This design comes from an exercise in tuning for a short achievable clock period on the open sky130 flow, not from production work.
Only simulation tests tie the RTL to the original design; equivalence was not proved.
Power figures rest on the tool's default switching activity, not on a simulated workload.

==> flow/design.v <==
package vector_unit_pkg;
    typedef enum logic [1:0] {
        ESIZE_8  = 2'b00,
        ESIZE_16 = 2'b01
    } esize_t;
    typedef enum logic [3:0] {
        OP_VSRA       = 4'd0,
        OP_RND_VSRA   = 4'd1,
        OP_VSRL       = 4'd2,
        OP_RND_VSRL   = 4'd3,
        OP_VSLL       = 4'd4,
        OP_SAT_VSLL   = 4'd5,
        OP_VSATL_SMPR = 4'd6,
        OP_VSATL_RNDR = 4'd7,
        OP_VADD       = 4'd8,
        OP_VSUB       = 4'd9,
        OP_SAT_VADD   = 4'd10,
        OP_SAT_VSUB   = 4'd11
    } vunit_op_t;
    typedef enum logic [2:0] {
        VSRA, RND_VSRA, VSRL, RND_VSRL, VSLL, SAT_VSLL, VSATL_SMPR, VSATL_RNDR
    } vshift_uops_t;
    typedef enum logic [1:0] {
        VADD, VSUB, SAT_VADD, SAT_VSUB
    } vadd_uops_t;
endpackage : vector_unit_pkg
`timescale 1ns/1ps
module vu_lane_sr (
    input  logic [15:0] x,
    input  logic [3:0]  n,
    input  logic        arith,
    input  logic        e16,
    output logic [15:0] y
);
    always_comb begin
        logic [15:0] t;
        logic        f16, f8;
        f16 = arith & x[15];
        f8  = e16 ? f16 : (arith & x[7]);
        y = x;
        for (int l = 3; l >= 0; l--) begin
            int s;
            s = 1 << l;
            t = y;
            if (n[l]) begin
                for (int j = 0; j < 16; j++) begin
                    if (j + s >= 16)
                        t[j] = f16;
                    else if (j < 8 && j + s >= 8)
                        t[j] = e16 ? y[j+s] : f8;
                    else
                        t[j] = y[j+s];
                end
            end
            y = t;
        end
    end
endmodule
module vu_lane_sl (
    input  logic [15:0] x,
    input  logic [3:0]  n,
    input  logic        e16,
    output logic [15:0] y
);
    always_comb begin
        logic [15:0] t;
        y = x;
        for (int l = 3; l >= 0; l--) begin
            int s;
            s = 1 << l;
            t = y;
            if (n[l]) begin
                for (int j = 0; j < 16; j++) begin
                    if (j - s < 0)
                        t[j] = 1'b0;
                    else if (j >= 8 && j - s < 8)
                        t[j] = e16 ? y[j-s] : 1'b0;
                    else
                        t[j] = y[j-s];
                end
            end
            y = t;
        end
    end
endmodule
`timescale 1ns/1ps
module vu_lane_carry #(
    parameter bit SUB = 1'b0
) (
    input  logic [15:0] a,
    input  logic [15:0] b,
    input  logic        e16,
    output logic [15:0] c
);
    logic [15:0] g, t;
    vu_gen #(.SUB(SUB)) gen_i (.a(a), .b(b), .g(g), .t(t));
    vu_carry #(.CIN(SUB)) carry_i (.g(g), .t(t), .e16(e16), .c(c));
endmodule
module vu_load #(
    parameter int W = 32
) (
    input  logic         en,
    input  logic         clr,
    input  logic [W-1:0] d,
    input  logic [W-1:0] q,
    output logic [W-1:0] y
);
    assign y = en ? d : (clr ? '0 : q);
endmodule
module vu_gen #(
    parameter bit SUB = 1'b0
) (
    input  logic [15:0] a,
    input  logic [15:0] b,
    output logic [15:0] g,
    output logic [15:0] t
);
    assign g = a & (SUB ? ~b : b);
    assign t = a | (SUB ? ~b : b);
endmodule
module vu_carry #(
    parameter bit CIN = 1'b0
) (
    input  logic [15:0] g,
    input  logic [15:0] t,
    input  logic        e16,
    output logic [15:0] c
);
    always_comb begin
        logic [8:0] gl, tl;
        logic [7:0] gh, th;
        gl[0] = CIN;
        tl[0] = 1'b0;
        for (int i = 0; i < 8; i++) begin
            gl[i+1] = g[i];
            tl[i+1] = t[i];
        end
        for (int d = 1; d < 9; d = d * 2) begin
            logic [8:0] gn, tn;
            gn = gl;
            tn = tl;
            for (int i = d; i < 9; i++) begin
                gn[i] = gl[i] | (tl[i] & gl[i-d]);
                tn[i] = tl[i] & tl[i-d];
            end
            gl = gn;
            tl = tn;
        end
        gh = g[15:8];
        th = t[15:8];
        for (int d = 1; d < 8; d = d * 2) begin
            logic [7:0] gn, tn;
            gn = gh;
            tn = th;
            for (int i = d; i < 8; i++) begin
                gn[i] = gh[i] | (th[i] & gh[i-d]);
                tn[i] = th[i] & th[i-d];
            end
            gh = gn;
            th = tn;
        end
        for (int i = 0; i < 8; i++) c[i] = gl[i];
        c[8] = e16 ? gl[8] : CIN;
        for (int i = 9; i < 16; i++)
            c[i] = e16 ? (gh[i-9] | (th[i-9] & gl[8])) : (gh[i-9] | (th[i-9] & CIN));
    end
endmodule
module vu_pick5 (
    input  logic [4:0]  sel,
    input  logic [31:0] w0,
    input  logic [31:0] w1,
    input  logic [31:0] w2,
    input  logic [31:0] w3,
    input  logic [31:0] w4,
    output logic [31:0] y
);
    assign y = ({32{sel[0]}} & w0) | ({32{sel[1]}} & w1) | ({32{sel[2]}} & w2) |
               ({32{sel[3]}} & w3) | ({32{sel[4]}} & w4);
endmodule
`timescale 1ns/1ps
module vector_unit_top (
    input  logic                  clk_i,
    input  logic                  rst_n_i,
    input  logic                  wb_cyc_i,
    input  logic                  wb_stb_i,
    input  logic                  wb_we_i,
    input  logic [5-1:0] wb_adr_i,
    input  logic [32-1:0] wb_dat_i,
    input  logic [3:0]            wb_sel_i,
    output logic [32-1:0] wb_dat_o,
    output logic                  wb_ack_o
);
    logic        ack_q;
    logic        wr_opa_q, wr_opb_q, wr_ctrl_q;
    logic        opa_v, opb_v, res_v;
    logic [31:0] opa_q, opb_q, result_q;
    logic [5:0]  ctrl_q;
    logic        ovf_q;
    logic [3:0]  mag_q;
    logic [15:0] oh16_q, th16_q;
    logic [7:0]  oh8_q, th8_q;
    logic        dc_add0_q, dc_add1_q, dc_sll_q, dc_sr_q, dc_round_q, dc_shsat_q, dc_addsat_q;
    logic        e16_s, arith_s;
    logic        a2_q, sub2_q;
    logic [3:0]  rr_q, hsh_q, h1_q, h0_q;
    logic        e16_2, v2_q;
    logic req;
    assign req      = wb_cyc_i && wb_stb_i && !ack_q;
    assign wb_ack_o = ack_q;
    logic [31:0] rdata;
    always_comb begin
        case (wb_adr_i)
            5'h00:    rdata = opa_q & {32{opa_v}};
            5'h04:    rdata = opb_q & {32{opb_v}};
            5'h08:   rdata = {26'b0, ctrl_q};
            5'h0C: rdata = result_q & {32{res_v}};
            5'h10: rdata = {30'b0, ovf_q, 1'b0};
            default:        rdata = '0;
        endcase
    end
    always_ff @(posedge clk_i) begin
        wb_dat_o <= rdata;
    end
    logic [3:0] d;
    logic       neg;
    assign d   = wb_dat_i[3:0];
    assign neg = opb_q[4];
    logic g_add0, g_add1, g_sll, g_sr, g_round, g_shsat, g_addsat, g_go;
    assign g_add0   = wr_ctrl_q & dc_add0_q;
    assign g_add1   = wr_ctrl_q & dc_add1_q;
    assign g_sll    = wr_ctrl_q & dc_sll_q;
    assign g_sr     = wr_ctrl_q & dc_sr_q;
    assign g_round  = wr_ctrl_q & dc_round_q;
    assign g_shsat  = wr_ctrl_q & dc_shsat_q;
    assign g_addsat = wr_ctrl_q & dc_addsat_q;
    assign g_go     = g_add0 | g_add1 | g_sll | g_sr;
    logic [3:0]  n;
    logic        n3_s;
    logic [31:0] cy_a, cy_s, sll_w, sr_w;
    logic [3:0]  rnd_w, sat_w, h1_w, h0_w;
    assign n = {n3_s, mag_q[2:0]};
    for (genvar h = 0; h < 2; h++) begin : g_lane
        vu_lane_carry #(.SUB(0)) add_i (.a(opa_q[16*h +: 16]), .b(opb_q[16*h +: 16]), .e16(e16_s), .c(cy_a[16*h +: 16]));
        vu_lane_carry #(.SUB(1)) sub_i (.a(opa_q[16*h +: 16]), .b(opb_q[16*h +: 16]), .e16(e16_s), .c(cy_s[16*h +: 16]));
        vu_lane_sr sr_i (.x(opa_q[16*h +: 16]), .n(n), .arith(arith_s), .e16(e16_s), .y(sr_w[16*h +: 16]));
        vu_lane_sl sl_i (.x(opa_q[16*h +: 16]), .n(n), .e16(e16_s), .y(sll_w[16*h +: 16]));
    end
    always_comb begin
        for (int i = 0; i < 4; i++) begin
            logic r8, s8, same;
            r8 = |(opa_q[8*i +: 7] & oh8_q[7:1]);
            s8 = |(opa_q[8*i +: 8] & th8_q);
            same = opa_q[8*i+7] ~^ (opb_q[8*i+7] ^ dc_add1_q);
            h1_w[i] = same & ~opa_q[8*i+7];
            h0_w[i] = same &  opa_q[8*i+7];
            if (i % 2 == 1) begin
                logic r16, s16;
                r16 = |(opa_q[16*(i/2) +: 15] & oh16_q[15:1]);
                s16 = |(opa_q[16*(i/2) +: 16] & th16_q);
                rnd_w[i] = e16_s ? r16 : r8;
                sat_w[i] = e16_s ? s16 : s8;
            end else begin
                rnd_w[i] = r8 & !e16_s;
                sat_w[i] = s8 & !e16_s;
                h1_w[i]  = h1_w[i] & !e16_s;
                h0_w[i]  = h0_w[i] & !e16_s;
            end
        end
    end
    logic [31:0] st2, p2;
    logic [3:0]  hit;
    assign p2 = opa_q ^ opb_q ^ {32{sub2_q}};
    always_comb begin
        hit = '0;
        st2 = result_q;
        if (!e16_2) begin
            for (int i = 0; i < 4; i++) begin
                logic [7:0] q;
                logic       am;
                q  = result_q[8*i +: 8];
                am = opa_q[8*i+7];
                hit[i] = hsh_q[i] | (h1_q[i] & q[7]) | (h0_q[i] & ~q[7]);
                for (int k = 0; k < 8; k++) begin
                    logic all1;
                    all1 = 1'b1;
                    for (int j = 0; j < k; j++) all1 = all1 & q[j];
                    st2[8*i+k] = hit[i] ? ((k == 7) ? am : ~am) :
                                 (q[k] ^ (a2_q ? p2[8*i+k] : (rr_q[i] & all1)));
                end
            end
        end else begin
            for (int i = 0; i < 2; i++) begin
                logic [15:0] q;
                logic        am;
                q  = result_q[16*i +: 16];
                am = opa_q[16*i+15];
                hit[2*i+1] = hsh_q[2*i+1] | (h1_q[2*i+1] & q[15]) | (h0_q[2*i+1] & ~q[15]);
                for (int k = 0; k < 16; k++) begin
                    logic all1;
                    all1 = 1'b1;
                    for (int j = 0; j < k; j++) all1 = all1 & q[j];
                    st2[16*i+k] = hit[2*i+1] ? ((k == 15) ? am : ~am) :
                                  (q[k] ^ (a2_q ? p2[16*i+k] : (rr_q[2*i+1] & all1)));
                end
            end
        end
    end
    logic [31:0] result_d;
    vu_pick5 pick_i (
        .sel ({!g_go, g_sr, g_sll, g_add1, g_add0}),
        .w0  (cy_a),
        .w1  (cy_s),
        .w2  (sll_w),
        .w3  (sr_w),
        .w4  (st2),
        .y   (result_d)
    );
    logic [31:0] opa_d, opb_d;
    vu_load #(.W(32)) lda_i (.en(wr_opa_q), .clr(!opa_v), .d(wb_dat_i), .q(opa_q), .y(opa_d));
    vu_load #(.W(32)) ldb_i (.en(wr_opb_q), .clr(!opb_v), .d(wb_dat_i), .q(opb_q), .y(opb_d));
    logic [3:0]  mag_d;
    logic [15:0] oh16_d, th16_d;
    logic [7:0]  oh8_d, th8_d;
    always_comb begin
        mag_d = opb_q[4] ? 4'(5'd0 - opb_q[4:0]) : opb_q[3:0];
        for (int k = 0; k < 16; k++) oh16_d[k] = (mag_q == 4'(k));
        for (int k = 0; k < 8; k++)  oh8_d[k]  = (mag_q[2:0] == 3'(k));
        for (int k = 0; k < 16; k++) begin
            th16_d[k] = 1'b0;
            for (int j = 15 - k; j < 16; j++) th16_d[k] = th16_d[k] | oh16_d[j];
        end
        for (int k = 0; k < 8; k++) begin
            th8_d[k] = 1'b0;
            for (int j = 7 - k; j < 8; j++) th8_d[k] = th8_d[k] | oh8_d[j];
        end
    end
    always_ff @(posedge clk_i or negedge rst_n_i) begin
        if (!rst_n_i) begin
            ack_q     <= 1'b0;
            wr_opa_q  <= 1'b0;
            wr_opb_q  <= 1'b0;
            wr_ctrl_q <= 1'b0;
            opa_v     <= 1'b0;
            opb_v     <= 1'b0;
            res_v     <= 1'b0;
            a2_q      <= 1'b0;
            sub2_q    <= 1'b0;
            rr_q      <= '0;
            hsh_q     <= '0;
            h1_q      <= '0;
            h0_q      <= '0;
            v2_q      <= 1'b0;
            ctrl_q    <= '0;
            ovf_q     <= 1'b0;
        end else begin
            ack_q     <= req;
            wr_opa_q  <= req && wb_we_i && (wb_adr_i == 5'h00);
            wr_opb_q  <= req && wb_we_i && (wb_adr_i == 5'h04);
            wr_ctrl_q <= req && wb_we_i && (wb_adr_i == 5'h08);
            opa_v     <= opa_v | wr_opa_q;
            opb_v     <= opb_v | wr_opb_q;
            res_v     <= res_v | g_go;
            a2_q      <= g_add0 | g_add1;
            sub2_q    <= g_add1;
            rr_q      <= rnd_w & {4{g_round}};
            hsh_q     <= sat_w & {4{g_shsat}};
            h1_q      <= h1_w & {4{g_addsat}};
            h0_q      <= h0_w & {4{g_addsat}};
            v2_q      <= g_go;
            if (wr_ctrl_q) ctrl_q <= wb_dat_i[5:0];
            if (v2_q) ovf_q <= |hit;
        end
    end
    always_ff @(posedge clk_i) begin
        opa_q       <= opa_d;
        opb_q       <= opb_d;
        result_q    <= result_d;
        mag_q       <= mag_d;
        oh16_q      <= oh16_d;
        th16_q      <= th16_d;
        oh8_q       <= oh8_d;
        th8_q       <= th8_d;
        dc_add0_q   <=  d[3] & ~d[2] & ~d[0];
        dc_add1_q   <=  d[3] & ~d[2] &  d[0];
        dc_addsat_q <=  d[3] & ~d[2] &  d[1];
        dc_sll_q    <= ~d[3] &  d[2] & ~(d[1] & neg);
        dc_sr_q     <= ~d[3] & (~d[2] | (d[1] & neg));
        dc_round_q  <= ~d[3] &  d[0] & (~d[2] | (d[1] & neg));
        dc_shsat_q  <= ~d[3] &  d[2] & ((~d[1] & d[0]) | (d[1] & ~neg));
        arith_s     <= (~d[2] & ~d[1]) | (d[2] & d[1] & neg);
        e16_s       <= wb_dat_i[5] | wb_dat_i[4];
        n3_s        <= mag_q[3] & (wb_dat_i[5] | wb_dat_i[4]);
        e16_2       <= e16_s;
    end
endmodule
==> flow/run.sh <==
#!/bin/bash
# synth_recipe.tcl (not shown) runs the flow's synth.tcl, then flattens the netlist and writes it again
# the make line also repeats each setting of config.mk as NAME=value (left out here)
make -C /OpenROAD-flow-scripts/flow DESIGN_CONFIG=/design/flow/config.mk WORK_HOME=/design/flow/orfs CLKGATE_MAP_FILE= SYNTH_SCRIPT=/design/flow/synth_recipe.tcl finish
==> flow/config.mk <==
export PLATFORM = sky130hd
export DESIGN_NAME = vector_unit_top
export DESIGN_NICKNAME = vector_unit_top
export VERILOG_FILES = /design/flow/design.v
export SDC_FILE = /design/flow/constraint.sdc
export NUM_CORES = 4
export LEC_CHECK = 0
export CAP_MARGIN = 20
export CORE_MARGIN = 2
export CORE_UTILIZATION = 40
export SETUP_SLACK_MARGIN = 2.4
export SLEW_MARGIN = 20
export SYNTH_HIERARCHICAL = 1
==> flow/constraint.sdc <==
create_clock -name core_clock -period 4.0 [get_ports {clk_i}]
set_input_delay 0.8000 -clock core_clock [delete_from_list [all_inputs] [get_ports {clk_i}]]
set_output_delay 0.8000 -clock core_clock [all_outputs]
set_load 0.01 [all_outputs]
==> results.sh <==
export IMPL_crit_chain="buf_12, buf_4, a2111oi_4, a211o_2, mux2i_1, mux2_4, a222oi_1, nand2_1"
export IMPL_worst_endpoint_required_ps=4450
export IMPL_placement_io_buffers=74
export IMPL_floorplan_die_height_um=204
export IMPL_ys_warn_count=11
export IMPL_timing_max_transition_violations_final=0
export IMPL_vias_in_the_first_global_route=16000
export IMPL_all_layer_gr_usage_pct=32.4
export IMPL_post_synth_cell_area_avg_sq_um=8.71
export IMPL_layout_cell_share_with_drive_strength_beyond_1_pct=33.4
export IMPL_placement_rows=73
export IMPL_cts_htree_levels=1
export IMPL_detailedPlace_worstSlack_ps=1300
export IMPL_finClkSkew_ps=25.8
export IMPL_initial_core_util_pct=40.3
export IMPL_die_area_sq_um=41500
export IMPL_worst_slew_margin_relative_to_its_limit_pct=43.0
export IMPL_grt_setup_unrepaired="yes"
export IMPL_crit_path_start_kind="flip-flop"
export IMPL_cts_sinks=220
export IMPL_layout_area_overhead_vs_synth_pct=33.9
export IMPL_power_density_nw_per_um2=271
export IMPL_cts_tree="done"
export IMPL_critical_path_arrival_ps=2650
export IMPL_post_route_util_pct=54.0
export IMPL_core_area_sq_um=39500
export IMPL_gpl_final_weighted_congestion=0.920
export IMPL_cellLeakagePower_uw=0.00898
export IMPL_period_minus_slack_ps=2200
export IMPL_hold_path_class="in -> async"
export IMPL_crit_path_max_fanout=7
export IMPL_remaining_drc_errors=0
export IMPL_maximum_capacitance_violations=0
export IMPL_n_fill_cell=3536
export IMPL_fin_total_pwr_uw=5790
export IMPL_layout_cells_most_common="sky130_fd_sc_hd__buf_4"
export IMPL_ctsLongestPathBuffers=3
export IMPL_peak_supply_drop_uv=318
export IMPL_cell_area_synth_sq_um=15900
export IMPL_layout_cells_most_common_list="145 x sky130_fd_sc_hd__buf_4, 136 x sky130_fd_sc_hd__nand2_1, 114 x sky130_fd_sc_hd__dfxtp_1"
export IMPL_fmax_mhz=454
export IMPL_fin_crit_sh_pct=55.1
export IMPL_die_x_um=204
export IMPL_rr_worst_depth=8
export IMPL_clock_latency_on_the_worst_skew_pair_ps=590
export IMPL_finalHoldViolCount=0
export IMPL_num_antenna_cells=0
export IMPL_routed_via_count=17096
export IMPL_placed_wire_length_estimate_after_detailed_placement_um=37000
export IMPL_setup_ws_ps=1800
export IMPL_timing_worst_slew_pin_value_ps=854
export IMPL_detail_routed_via_count_per_cell=6.63
export IMPL_drtPass1Iterations=10
export IMPL_cts_buffers=27
export IMPL_grt_pass1_wl_um=102000
export IMPL_synthesis_instances=1831
export IMPL_detail_route_wirelength_um=70900
export IMPL_grt_start_max_net_pins=38
export IMPL_num_io_pins=79
export IMPL_crit_path_max_incr_delay_ps=410
export IMPL_avgRoutedWirePerCell_um=27.5
export IMPL_antenna_found_initial=1
export IMPL_clkSlewWorstSetupHoldPaths_ps=60
export IMPL_setup_total_negative_slack_ps=0
export IMPL_ctsRootBufferMaster="sky130_fd_sc_hd__clkbuf_16"
export IMPL_timing_critical_path_slowest_stage_cell="sky130_fd_sc_hd__dfxtp_4"
export IMPL_run_status="complete, no violations"
export IMPL_final_antenna_net_count=0
export IMPL_total_congestion_overflow=0
export IMPL_drt_initial_drc_count=2854
export IMPL_final_net_count=2082
export IMPL_finalSetupViolations=0
export IMPL_path_class="reg -> reg"
export IMPL_timing_hold_ws_ps=324
export IMPL_timing_critical_path_to_type="flip-flop"
export IMPL_cts_hold_buffers_added=0
## area by class of cell
class	count	area [sq um]	area share, %
Clock buffer	35	788	3.69
Clock inverter	14	196	0.920
Inverter	73	289	1.35
Multi-Input combinational cell	1400	11100	52.1
Sequential cell	220	4750	22.3
Tap cell	525	657	3.08
Timing Repair Buffer	313	3540	16.6
## critical path: cells and delay by family, from the launching register on
family          cells  cell delay (ps)
flops               1              410
simple gates        1               90
buf+inv             2              330
mux                 2              380
compound gates      3              850
## stage by stage
| step | instance area (sq um) | instances |
|---|---|---|
| CTS | 20400 | 2530 |
| detailed placement | 16900 | 2320 |
| global placement | 16900 | 2320 |
| finish | 21300 | 2580 |
| global route | 21300 | 2580 |
| floorplan | 16300 | 1832 |
## flip-flops by register name, summed over array words and instances (netlist names), 4 cells and up
name,flops
ctrl_q,6
h0_q,4
h1_q,4
hsh_q,4
mag_q,4
oh16_q,14
oh8_q,6
opa_q,32
opb_q,32
result_q,32
rr_q,4
th16_q,16
th8_q,8
wb_dat_o,32
## power by group
part | switching [uW] | total, uW | internal [uW]
registers | 136 | 2380 | 2250
logic | 365 | 677 | 312
clock network | 1080 | 2730 | 1660
## worst paths after layout
check | to | startpoint | slack, ps
worst max-delay path | result_q[18]$_DFF_P_ | e16_s$_DFF_P_ | 1800
worst min-delay path | ctrl_q[5]$_DFFE_PN0P_ | rst_n_i | 320
worst max register to register | result_q[18]$_DFF_P_ | e16_s$_DFF_P_ | 1800
worst min register to register | mag_q[0]$_DFF_P_ | opb_q[0]$_DFF_P_ | 440
max in group asynchronous | wr_ctrl_q$_DFF_PN0_ | rst_n_i | 3050
min in group core_clock | mag_q[0]$_DFF_P_ | opb_q[0]$_DFF_P_ | 440
## metal layers
| metal | track usage, % | vias up | part of all wire [%] |
|---|---|---|---|
| met2 | 49.6 | 1248 | 43 |
| met1 | 42.5 | 8192 | 39 |
| met5 | 0 | - | 0.021 |
| met4 | 17.9 | 2 | 6.6 |
| met3 | 6.98 | 321 | 11 |
| li1 | - | 7333 | - |
## what timing repair did
| action | 4_1_cts | 5_1_grt |
|---|---|---|
| pin swaps | 83 | 97 |
| buffers inserted | 141 | 48 |
| resized for setup | 381 | 104 |
| cloned | 20 | 2 |
| endpoints found under the setup margin | 179 | 104 |

-- re-timing with driven ports --
How much do the figures lean on ideal ports? The routed layout below was timed once more, with nothing changed but the port constraints. Step 1 sets driving cells, clkbuf_16 on the clock port and buf_2 on the other inputs (assumed; they add their load-dependent delay and slew). Step 2 times the ports against the registers' clock, not the clock port: input delays grow and output delays shrink by t, the midpoint of the rising clock arrivals with the driver on. Three values: no drivers, after step 1, after step 2; two values: the first two.
t, ns: 0.627
setup slack, ns: 1.798 / 1.798 / 1.606
worst setup path at the end: input to register
worst register clock-pin slew, ns: 0.07 / 0.07
worst data-port slew with drivers (ns): 0.05
After both steps setup and hold are still met in this run. For this run, drivers alone change the setup slack by 0.000 ns; drivers and shift together by -0.192 ns.
